This is an optimization exercise on Yosys and OpenROAD, whose aim is small area and a short achievable clock period, not a production implementation. Where RTL was checked, it was by simulation tests only, not by an equivalence proof against the original. Power and IR drop assume default switching activity.

Design simple_fixed, start of the top module:
module simple_fixed (
  input  logic                   clock,
  input  logic                   reset,
  input  logic [2:0]             instr_format,
  input  logic [10:0]            op_code,
  input  logic [6:0]             dest_reg_addr,
  input  logic [127:0]           src_reg_a,
  input  logic [127:0]           src_reg_b,
  input  logic [17:0]            imm_value,
  input  logic                   enable_reg_write,
  input  logic                   branch_is_taken,
  output logic [127:0]           wb_data,
  output logic [6:0]             wb_reg_addr,
  output logic                   wb_enable_reg_write
);
For scale: ~2,800 cells after synthesis, roughly 440 I/O pins, ~21,000 um2 of cells after synthesis.
Settings: LEC_CHECK=0, ABC_AREA=1, CAP_MARGIN=20, CORE_MARGIN=2, CORE_UTILIZATION=40, SETUP_SLACK_MARGIN=2.8, SLEW_MARGIN=20; clock period 5.0 ns.
standard.sh (not shown) runs the stock make flow with config.mk's settings and CLKGATE_MAP_FILE= SYNTH_SCRIPT=/design/flow/synth_recipe.tcl, a recipe that flattens the netlist after the stock synthesis.
==> flow/flow/run.sh <==
#!/bin/bash
# The standard layout (standard.sh: unchanged synthesis and steps) with two changes to how
# cells are chosen: the port buffers are the smallest buffer cell instead of the one
# buffer_ports picks by default, and clock tree synthesis uses clkbuf_4/clkbuf_8 in clusters
# of up to 16 sinks, without dummy loads. ORFS writes each step's log under orfs/logs/;
# make's own output goes to make_finish.log.
set -euo pipefail
cd "$(dirname "$0")/.."
bash standard.sh \
  "BUFFER_PORTS_ARGS=-buffer_cell sky130_fd_sc_hd__buf_1" \
  "CTS_ARGS=-sink_clustering_enable -repair_clock_nets -dont_use_dummy_load -buf_list {sky130_fd_sc_hd__clkbuf_4 sky130_fd_sc_hd__clkbuf_8} -sink_clustering_size 16 -sink_clustering_max_diameter 60" \
  finish > make_finish.log 2>&1
Rerun with:
Settings changed: SETUP_SLACK_MARGIN 2.8 to 2.75.
=> The changed run completed without violations. Synthesized cell count does not change. Sequential share of layout area rises by 0.74 points. Routed wire length falls by 3.2%. Power falls by 1.6%. Hold slack got worse by 0.021 ns. Die area is unchanged. Setup slack got worse by 0.049 ns.
Rerun with:
Settings changed: TNS_END_PERCENT from default to 20.
Outcome: Hold slack is better by 0.021 ns. Clock skew increases by 0.013 ns. Worst setup slack is worse by 0.13 ns. Design area barely changes.

---

Setup of run 1:
simple_fixed, a different RTL version from the one above (not shown whole).
For scale: ~2900 cells after synthesis, ~440 I/O pins, about 0.022 mm^2 of cells after synthesis.
Settings: LEC_CHECK=0, ABC_AREA=1, CAP_MARGIN=20, CORE_MARGIN=2, CORE_UTILIZATION=40, SETUP_SLACK_MARGIN=2.65, SLEW_MARGIN=20; clock period 5.0 ns.
Scripts as last shown in full above: flow/flow/run.sh
Run 1 did not stop at any stage, and its layout met the timing, DRC and antenna checks.
Relative to run 1, the following input files were edited for run 2:
Settings: removing SETUP_SLACK_MARGIN (formerly 2.65); setting CTS_BUF_LIST to sky130_fd_sc_hd__clkbuf_4 sky130_fd_sc_hd__clkbuf_8 for the first time.
==> flow/flow/run.sh <==
#!/bin/bash
# The standard layout (standard.sh, unchanged synthesis and steps), except that the port
# buffers are the smallest buffer cell instead of the one buffer_ports picks by default.
# ORFS writes each step's log under orfs/logs/; make's own output goes to make_finish.log.
set -euo pipefail
cd "$(dirname "$0")/.."
bash standard.sh "BUFFER_PORTS_ARGS=-buffer_cell sky130_fd_sc_hd__buf_1" finish > make_finish.log 2>&1
### Flow results
Lower final cell count among run 1 and run 2: run 1. Run 2 vs run 1 — HPWL after detailed placement dropped about 1.4%. Diff run 1 -> run 2 | fraction of area in multi-input gates | decrease of 2.5 points. The met2 track demand over resource in global routing of run 2 falls short of that of run 1 by 1.8 points. In run 2, the global-route usage came out 0.55 points below the value in run 1. When run 2 is measured against run 1, its proportion of total power due to net switching turns out 3.1 points lower. Run 2: worst setup slack is 0.59 ns lower than what run 1 reported. From run 1 to run 2 the numbers moved as follows: fraction of area in non-clock buffers has decreased; total number of cells along the worst setup path has decreased; total power has increased.
Input-level comparison between run 3 and run 2:
Settings: CTS_BUF_LIST: sky130_fd_sc_hd__clkbuf_4 sky130_fd_sc_hd__clkbuf_8 -> unset; SETUP_SLACK_MARGIN: unset -> 2.55; CORE_UTILIZATION: 40 -> 60.
==> flow/flow/run.sh <==
#!/bin/bash
# The standard layout (standard.sh: unchanged synthesis and steps) with two changes to how
# cells are chosen: the port buffers are the smallest buffer cell instead of the one
# buffer_ports picks by default, and clock tree synthesis uses clkbuf_4/clkbuf_8 in clusters
# of up to 16 sinks, without dummy loads. ORFS writes each step's log under orfs/logs/;
# make's own output goes to make_finish.log.
set -euo pipefail
cd "$(dirname "$0")/.."
bash standard.sh \
  "BUFFER_PORTS_ARGS=-buffer_cell sky130_fd_sc_hd__buf_1" \
  "CTS_ARGS=-sink_clustering_enable -repair_clock_nets -dont_use_dummy_load -buf_list {sky130_fd_sc_hd__clkbuf_4 sky130_fd_sc_hd__clkbuf_8} -sink_clustering_size 16 -sink_clustering_max_diameter 60" \
  finish > make_finish.log 2>&1
[summary]
- Run 3 ends up with higher via count than run 2 does.
- [compare] base=run 2 new=run 3: relative contribution of combinational cells to total power now sits higher; met2 wire length lower.
- Going from run 2 to run 3, the data required time of the critical path was found to have gone down by 0.08 ns.

---

Setup of run A:
simple_fixed, a different RTL version from the one above (not shown whole).
Size in the first run: about 2800 cells after synthesis, roughly 440 I/O pins, about 0.021 mm2 of cells after synthesis.
Design simple_fixed, start of the top module:
module simple_fixed (
  input  logic                   clock,
  input  logic                   reset,
  input  logic [2:0]             instr_format,
  input  logic [10:0]            op_code,
  input  logic [6:0]             dest_reg_addr,
  input  logic [127:0]           src_reg_a,
  input  logic [127:0]           src_reg_b,
  input  logic [17:0]            imm_value,
  input  logic                   enable_reg_write,
  input  logic                   branch_is_taken,
  output logic [127:0]           wb_data,
  output logic [6:0]             wb_reg_addr,
  output logic                   wb_enable_reg_write
);
clock: 5.0 ns
lec_check: 0
abc_area: 1
cap_margin: 20
core_margin: 2
core_utilization: 40
setup_slack_margin: 2.8
slew_margin: 20
==> flow/flow/run.sh <==
#!/bin/bash
# The standard layout (standard.sh: unchanged synthesis and steps) with two changes to how
# cells are chosen: the port buffers are the smallest buffer cell instead of the one
# buffer_ports picks by default, and clock tree synthesis uses clkbuf_4/clkbuf_8 in clusters
# of up to 16 sinks, without dummy loads. ORFS writes each step's log under orfs/logs/;
# make's own output goes to make_finish.log.
set -euo pipefail
cd "$(dirname "$0")/.."
bash standard.sh \
  "BUFFER_PORTS_ARGS=-buffer_cell sky130_fd_sc_hd__buf_1" \
  "CTS_ARGS=-sink_clustering_enable -repair_clock_nets -dont_use_dummy_load -buf_list {sky130_fd_sc_hd__clkbuf_4 sky130_fd_sc_hd__clkbuf_8} -sink_clustering_size 16 -sink_clustering_max_diameter 60" \
  finish > make_finish.log 2>&1
Input-level comparison between run B and run A:
- SETUP_SLACK_MARGIN changed from 2.8 to 2.75
Findings:
Run B vs run A, number of antenna violations at the first check in global routing went up by 1. Of the two values seen for slowest cell on the critical path, sky130_fd_sc_hd__nand2_1 was produced by run B and sky130_fd_sc_hd__a221oi_1 by run A. Setup WNS run A -> run B: worse. Clock-buffer cell count for run B: 1 up relative to run A. Taking run A as the reference, in run B post-detailed-routing wire length comparable; flip-flop and latch share of the layout cell area decreased 0.18 points; signed area change from the synthesized netlist to the final layout did not really move; worst max-slew margin expressed relative to the limit fell 2.9 points.
No run of this note included a check of the RTL's function; only the layout flow was run.

---

lane 1:
simple_fixed, a different RTL version from the one above (not shown whole).
For scale: ~3600 cells after synthesis, roughly 410 flip-flops.
## simple_fixed
module simple_fixed (
  input  logic                   clock,
  input  logic                   reset,
  input  logic [2:0]             instr_format,
  input  logic [10:0]            op_code,
  input  logic [6:0]             dest_reg_addr,
  input  logic [127:0]           src_reg_a,
  input  logic [127:0]           src_reg_b,
  input  logic [17:0]            imm_value,
  input  logic                   enable_reg_write,
  input  logic                   branch_is_taken,
  output logic [127:0]           wb_data,
  output logic [6:0]             wb_reg_addr,
  output logic                   wb_enable_reg_write
);
clock: 5.0 ns
lec_check: 0
abc_area: 1
cap_margin: 20
core_margin: 2
core_utilization: 40
slew_margin: 20
==> flow/flow/run.sh <==
#!/bin/bash
# The standard layout (standard.sh, unchanged synthesis and steps), except that the port
# buffers are the smallest buffer cell instead of the one buffer_ports picks by default.
# ORFS writes each step's log under orfs/logs/; make's own output goes to make_finish.log.
set -euo pipefail
cd "$(dirname "$0")/.."
bash standard.sh "BUFFER_PORTS_ARGS=-buffer_cell sky130_fd_sc_hd__buf_1" finish > make_finish.log 2>&1
The inputs of lane 4 differ from those of lane 1 as listed below.
==> flow/run.sh (new file) <==
#!/bin/bash
# synth_recipe.tcl (not shown) runs the flow's synth.tcl, then flattens the netlist and writes it again
# the make line also repeats each setting of config.mk as NAME=value (left out here)
make -C /OpenROAD-flow-scripts/flow DESIGN_CONFIG=/design/flow/config.mk WORK_HOME=/design/flow/orfs CLKGATE_MAP_FILE= SYNTH_SCRIPT=/design/flow/synth_recipe.tcl finish
removed: flow/flow/run.sh
removed: flow/standard.sh
### Flow results
Lane 4 vs. lane 1: global-route usage over all layers went up by 0.63 points.
Going from lane 1 to lane 4, the upper clock frequency limit was found to have gone up by about 2%.
On lane 4: power is about 4% higher than what lane 1 gave.
No run of this note included a check of the RTL's function; only the layout flow was run.

---

oak:
RTL: one of the versions met above, not the one the previous note started from.
For scale: ~410 flip-flops, about 440 I/O pins, about 0.022 mm^2 of cells after synthesis.
==> flow/config.mk <==
export PLATFORM = sky130hd
export DESIGN_NAME = simple_fixed
export DESIGN_NICKNAME = simple_fixed
export VERILOG_FILES = /design/flow/design.v
export SDC_FILE = /design/flow/constraint.sdc
export NUM_CORES = 4
export LEC_CHECK = 0
export ABC_AREA = 1
export CAP_MARGIN = 20
export CORE_MARGIN = 2
export CORE_UTILIZATION = 40
export CTS_BUF_LIST = sky130_fd_sc_hd__clkbuf_4 sky130_fd_sc_hd__clkbuf_8
export SETUP_SLACK_MARGIN = 3.1
export SLEW_MARGIN = 20
==> flow/constraint.sdc <==
create_clock -name core_clock -period 5.0 [get_ports {clock}]
set_input_delay 1.0000 -clock core_clock [delete_from_list [all_inputs] [get_ports {clock}]]
set_output_delay 1.0000 -clock core_clock [all_outputs]
set_load 0.01 [all_outputs]
==> flow/flow/run.sh <==
#!/bin/bash
# The standard layout (standard.sh, unchanged synthesis and steps), except that the port
# buffers are the smallest buffer cell instead of the one buffer_ports picks by default.
# ORFS writes each step's log under orfs/logs/; make's own output goes to make_finish.log.
set -euo pipefail
cd "$(dirname "$0")/.."
bash standard.sh "BUFFER_PORTS_ARGS=-buffer_cell sky130_fd_sc_hd__buf_1" finish > make_finish.log 2>&1
Edits applied to the flow inputs when going from oak to pine:
# oak
export LEC_CHECK = 0
export ABC_AREA = 1
export CAP_MARGIN = 20
export CORE_MARGIN = 2
export CORE_UTILIZATION = 40
export CTS_BUF_LIST = sky130_fd_sc_hd__clkbuf_4 sky130_fd_sc_hd__clkbuf_8
export SETUP_SLACK_MARGIN = 3.1
export SLEW_MARGIN = 20
create_clock -name core_clock -period 5.0 [get_ports {clock}]
# pine
export LEC_CHECK = 0
export ABC_AREA = 1
export CAP_MARGIN = 20
export CORE_MARGIN = 2
export CORE_UTILIZATION = 40
export CTS_BUF_LIST = sky130_fd_sc_hd__clkbuf_4 sky130_fd_sc_hd__clkbuf_8
export SETUP_SLACK_MARGIN = 2.4
export SLEW_MARGIN = 20
create_clock -name core_clock -period 5.0 [get_ports {clock}]
Findings:
First element of the critical path: instr_format[2] -> pine, i_issue_reg.q_p[50]$_DFF_P_ -> oak
Compared with oak, in pine count of flip-flops and latches stayed essentially flat; met3 wirelength from detailed routing now sits lower; design area fell 0.0043 mm^2; clock-cell share of area went up 0.50 points.
The total routing usage reported by global routing of pine falls short of that of oak by 2.2 points.
Going from oak to pine, post-CTS setup-driven buffer insertion count now smaller; register area now smaller; total placed instance area comparable; power consumption now smaller.
Changes observed in pine relative to oak: initial antenna violation count decreased by 8 relative to the old numbers, data required time of the critical path decreased by 0.05 ns relative to the old numbers.
Inputs modified between pine and birch:
# pine
export LEC_CHECK = 0
export ABC_AREA = 1
export CAP_MARGIN = 20
export CORE_MARGIN = 2
export CORE_UTILIZATION = 40
export CTS_BUF_LIST = sky130_fd_sc_hd__clkbuf_4 sky130_fd_sc_hd__clkbuf_8
export SETUP_SLACK_MARGIN = 2.4
export SLEW_MARGIN = 20
create_clock -name core_clock -period 5.0 [get_ports {clock}]
# birch
export LEC_CHECK = 0
export ABC_AREA = 1
export CAP_MARGIN = 20
export CORE_MARGIN = 2
export CORE_UTILIZATION = 40
export SETUP_SLACK_MARGIN = 2.4
export SLEW_MARGIN = 20
create_clock -name core_clock -period 5.0 [get_ports {clock}]
==> flow/flow/run.sh <==
#!/bin/bash
# The standard layout (standard.sh: unchanged synthesis and steps) with two changes to how
# cells are chosen: the port buffers are the smallest buffer cell instead of the one
# buffer_ports picks by default, and clock tree synthesis uses clkbuf_4/clkbuf_8 in clusters
# of up to 16 sinks, without dummy loads. ORFS writes each step's log under orfs/logs/;
# make's own output goes to make_finish.log.
set -euo pipefail
cd "$(dirname "$0")/.."
bash standard.sh \
  "BUFFER_PORTS_ARGS=-buffer_cell sky130_fd_sc_hd__buf_1" \
  "CTS_ARGS=-sink_clustering_enable -repair_clock_nets -dont_use_dummy_load -buf_list {sky130_fd_sc_hd__clkbuf_4 sky130_fd_sc_hd__clkbuf_8} -sink_clustering_size 16 -sink_clustering_max_diameter 60" \
  finish > make_finish.log 2>&1
Results
- pine → birch: per-cell routed wire length has increased; maximum clock frequency shows a reduction of 5.0%; worst-case register-to-register setup slack about even; design area went down.
- Diff pine -> birch | worst setup slack | decrease of 0.13 ns
- On birch: required time at the worst-slack endpoint is 0.02 ns lower than what pine gave.
- Comparing birch and pine, the lower clock skew is on pine.
- pine -> birch: number of clock sinks delta 0, exact match
- Relative to pine, global-route usage decreased by 0.43 points in birch.
- Total power: birch below pine
- Min area growth from synthesis to final layout across birch and pine: birch
Input-level comparison between maple and birch:
# birch
export LEC_CHECK = 0
export ABC_AREA = 1
export CAP_MARGIN = 20
export CORE_MARGIN = 2
export CORE_UTILIZATION = 40
export SETUP_SLACK_MARGIN = 2.4
export SLEW_MARGIN = 20
create_clock -name core_clock -period 5.0 [get_ports {clock}]
# maple
export LEC_CHECK = 0
export ABC_AREA = 1
export CAP_MARGIN = 20
export CORE_MARGIN = 2
export CORE_UTILIZATION = 40
export SETUP_SLACK_MARGIN = 2.8
export SLEW_MARGIN = 20
create_clock -name core_clock -period 5.0 [get_ports {clock}]
Notes after the runs:
maple — cell internal power dissipation 0.23 mW higher, birch as reference. maple reports its highest routing layer actually used as met4 while birch reports met5. maple vs birch — final cell count without fillers rose 68. Met3 routing resource usage after global routing: maple vs birch down 0.58 points. Across both runs, post-layout worst setup margin was higher for maple than for birch. | final critical-path share of the clock period | maple vs birch | 5.9 points lower |. The global-route wire length before repair of maple was inferior to that of birch. maple: non-clock buffer contribution to total cell area 1.6 points above birch.

---

simple_fixed, a different RTL version from the one above (not shown whole).
For scale: roughly 2900 cells after synthesis, ~410 flip-flops, roughly 440 I/O pins, about 0.022 mm2 of cells after synthesis.
export LEC_CHECK = 0
export ABC_AREA = 1
export CAP_MARGIN = 20
export CORE_MARGIN = 2
export CORE_UTILIZATION = 40
export SETUP_SLACK_MARGIN = 3.0
export SLEW_MARGIN = 20
create_clock -name core_clock -period 5.0 [get_ports {clock}]
==> flow/flow/run.sh <==
#!/bin/bash
# The standard layout (standard.sh: unchanged synthesis and steps) with two changes to how
# cells are chosen: the port buffers are the smallest buffer cell instead of the one
# buffer_ports picks by default, and clock tree synthesis uses clkbuf_4/clkbuf_8 in clusters
# of up to 16 sinks, without dummy loads. ORFS writes each step's log under orfs/logs/;
# make's own output goes to make_finish.log.
set -euo pipefail
cd "$(dirname "$0")/.."
bash standard.sh \
  "BUFFER_PORTS_ARGS=-buffer_cell sky130_fd_sc_hd__buf_1" \
  "CTS_ARGS=-sink_clustering_enable -repair_clock_nets -dont_use_dummy_load -buf_list {sky130_fd_sc_hd__clkbuf_4 sky130_fd_sc_hd__clkbuf_8} -sink_clustering_size 16 -sink_clustering_max_diameter 60" \
  finish > make_finish.log 2>&1
Rerun with:
--- a/flow/config.mk
+++ b/flow/config.mk
@@ -10,4 +10,5 @@
 export CORE_MARGIN = 2
 export CORE_UTILIZATION = 40
-export SETUP_SLACK_MARGIN = 3.0
+export GPL_ROUTABILITY_DRIVEN = 0
+export SETUP_SLACK_MARGIN = 2.75
 export SLEW_MARGIN = 20
What happened:
- The changed run finished clean
- critical path depth goes down by 1
- hold slack is about the same
- global-route usage goes down by 1.5 points
- utilization goes down by 6.2 points
- total power goes down by 5.9%
- final area goes down by 11%
- wire length goes down by 5.8%
- worst setup slack gets better by 40 ps
- clock-buffer cell count goes down by 2
- register-to-register slack gets better by 40 ps
Rerun with:
--- a/flow/config.mk
+++ b/flow/config.mk
@@ -10,5 +10,4 @@
 export CORE_MARGIN = 2
 export CORE_UTILIZATION = 40
-export GPL_ROUTABILITY_DRIVEN = 0
 export SETUP_SLACK_MARGIN = 2.75
 export SLEW_MARGIN = 20
Outcome: The changed run finished with timing, DRC and antenna clean; synthesized area does not change; die area is unchanged; worst setup slack is unchanged; cell area does not change; first-iteration DRC count does not change; routed wire length stays the same.
Rerun with:
--- a/flow/flow/run.sh
+++ b/flow/flow/run.sh
@@ -10,3 +10,4 @@
   "BUFFER_PORTS_ARGS=-buffer_cell sky130_fd_sc_hd__buf_1" \
   "CTS_ARGS=-sink_clustering_enable -repair_clock_nets -dont_use_dummy_load -buf_list {sky130_fd_sc_hd__clkbuf_4 sky130_fd_sc_hd__clkbuf_8} -sink_clustering_size 16 -sink_clustering_max_diameter 60" \
+  RECOVER_POWER=50 \
   finish > make_finish.log 2>&1
Now the flow ran to the end with violations: max-capacitance violations, max-slew violations.
Via count rose by 0.36%.
First-iteration DRC count went down by 1.8%.
Clock-buffer cell count is unchanged.
Clock skew hardly moves.

-- what the ideal ports hide --
The results above use ideal ports. As a check the final layouts listed here were re-extracted and re-timed, cells and wires unchanged. Step 1 assumes that a clkbuf_16 drives the clock port and a buf_2 every other input. Step 2, shift: input delay + t, output delay - t, t = (earliest + latest rising clock arrival at the registers) / 2. This alone moves slack from input paths to output paths. Three values: ideal ports, drivers, drivers and shift; two values: the first two.
run | t, ns | setup slack, ns | pins driven straight from the clock port
the first run of note 1 | 0.676 | 2.795 / 2.774 / 2.107 | 1
the second run of note 1 | 0.669 | 2.747 / 2.752 / 2.094 | 1
the third run of note 1 | 0.663 | 2.621 / 2.654 / 1.991 | 1
run 1 | 0.672 | 2.654 / 2.649 / 2.067 | 1
run 2 | 0.715 | 2.063 / 2.098 / 1.383 | 1
run 3 | 0.655 | 2.573 / 2.599 / 1.944 | 1
run A | 0.670 | 2.816 / 2.773 / 2.137 | 1
run B | 0.677 | 2.714 / 2.742 / 2.064 | 1
lane 1 | 0.650 | 1.429 / 1.429 / 1.104 | 1
lane 4 | 0.661 | 1.497 / 1.497 / 0.883 | 1
oak | 0.703 | 2.782 / 2.782 / 2.358 | 1
pine | 0.704 | 2.588 / 2.595 / 1.910 | 1
birch | 0.672 | 2.461 / 2.487 / 1.815 | 1
maple | 0.669 | 2.758 / 2.758 / 2.136 | 1
the first run of note 6 | 0.676 | 2.742 / 2.742 / 2.331 | 1
the second run of note 6 | 0.664 | 2.782 / 2.747 / 2.147 | 1
the third run of note 6 | 0.664 | 2.782 / 2.747 / 2.147 | 1
the fourth run of note 6 | 0.667 | 1.642 / 1.674 / 1.007 | 1
For the first run of note 1, which loses most, drivers alone change the setup slack by -0.021 ns; drivers and shift together by -0.688 ns.
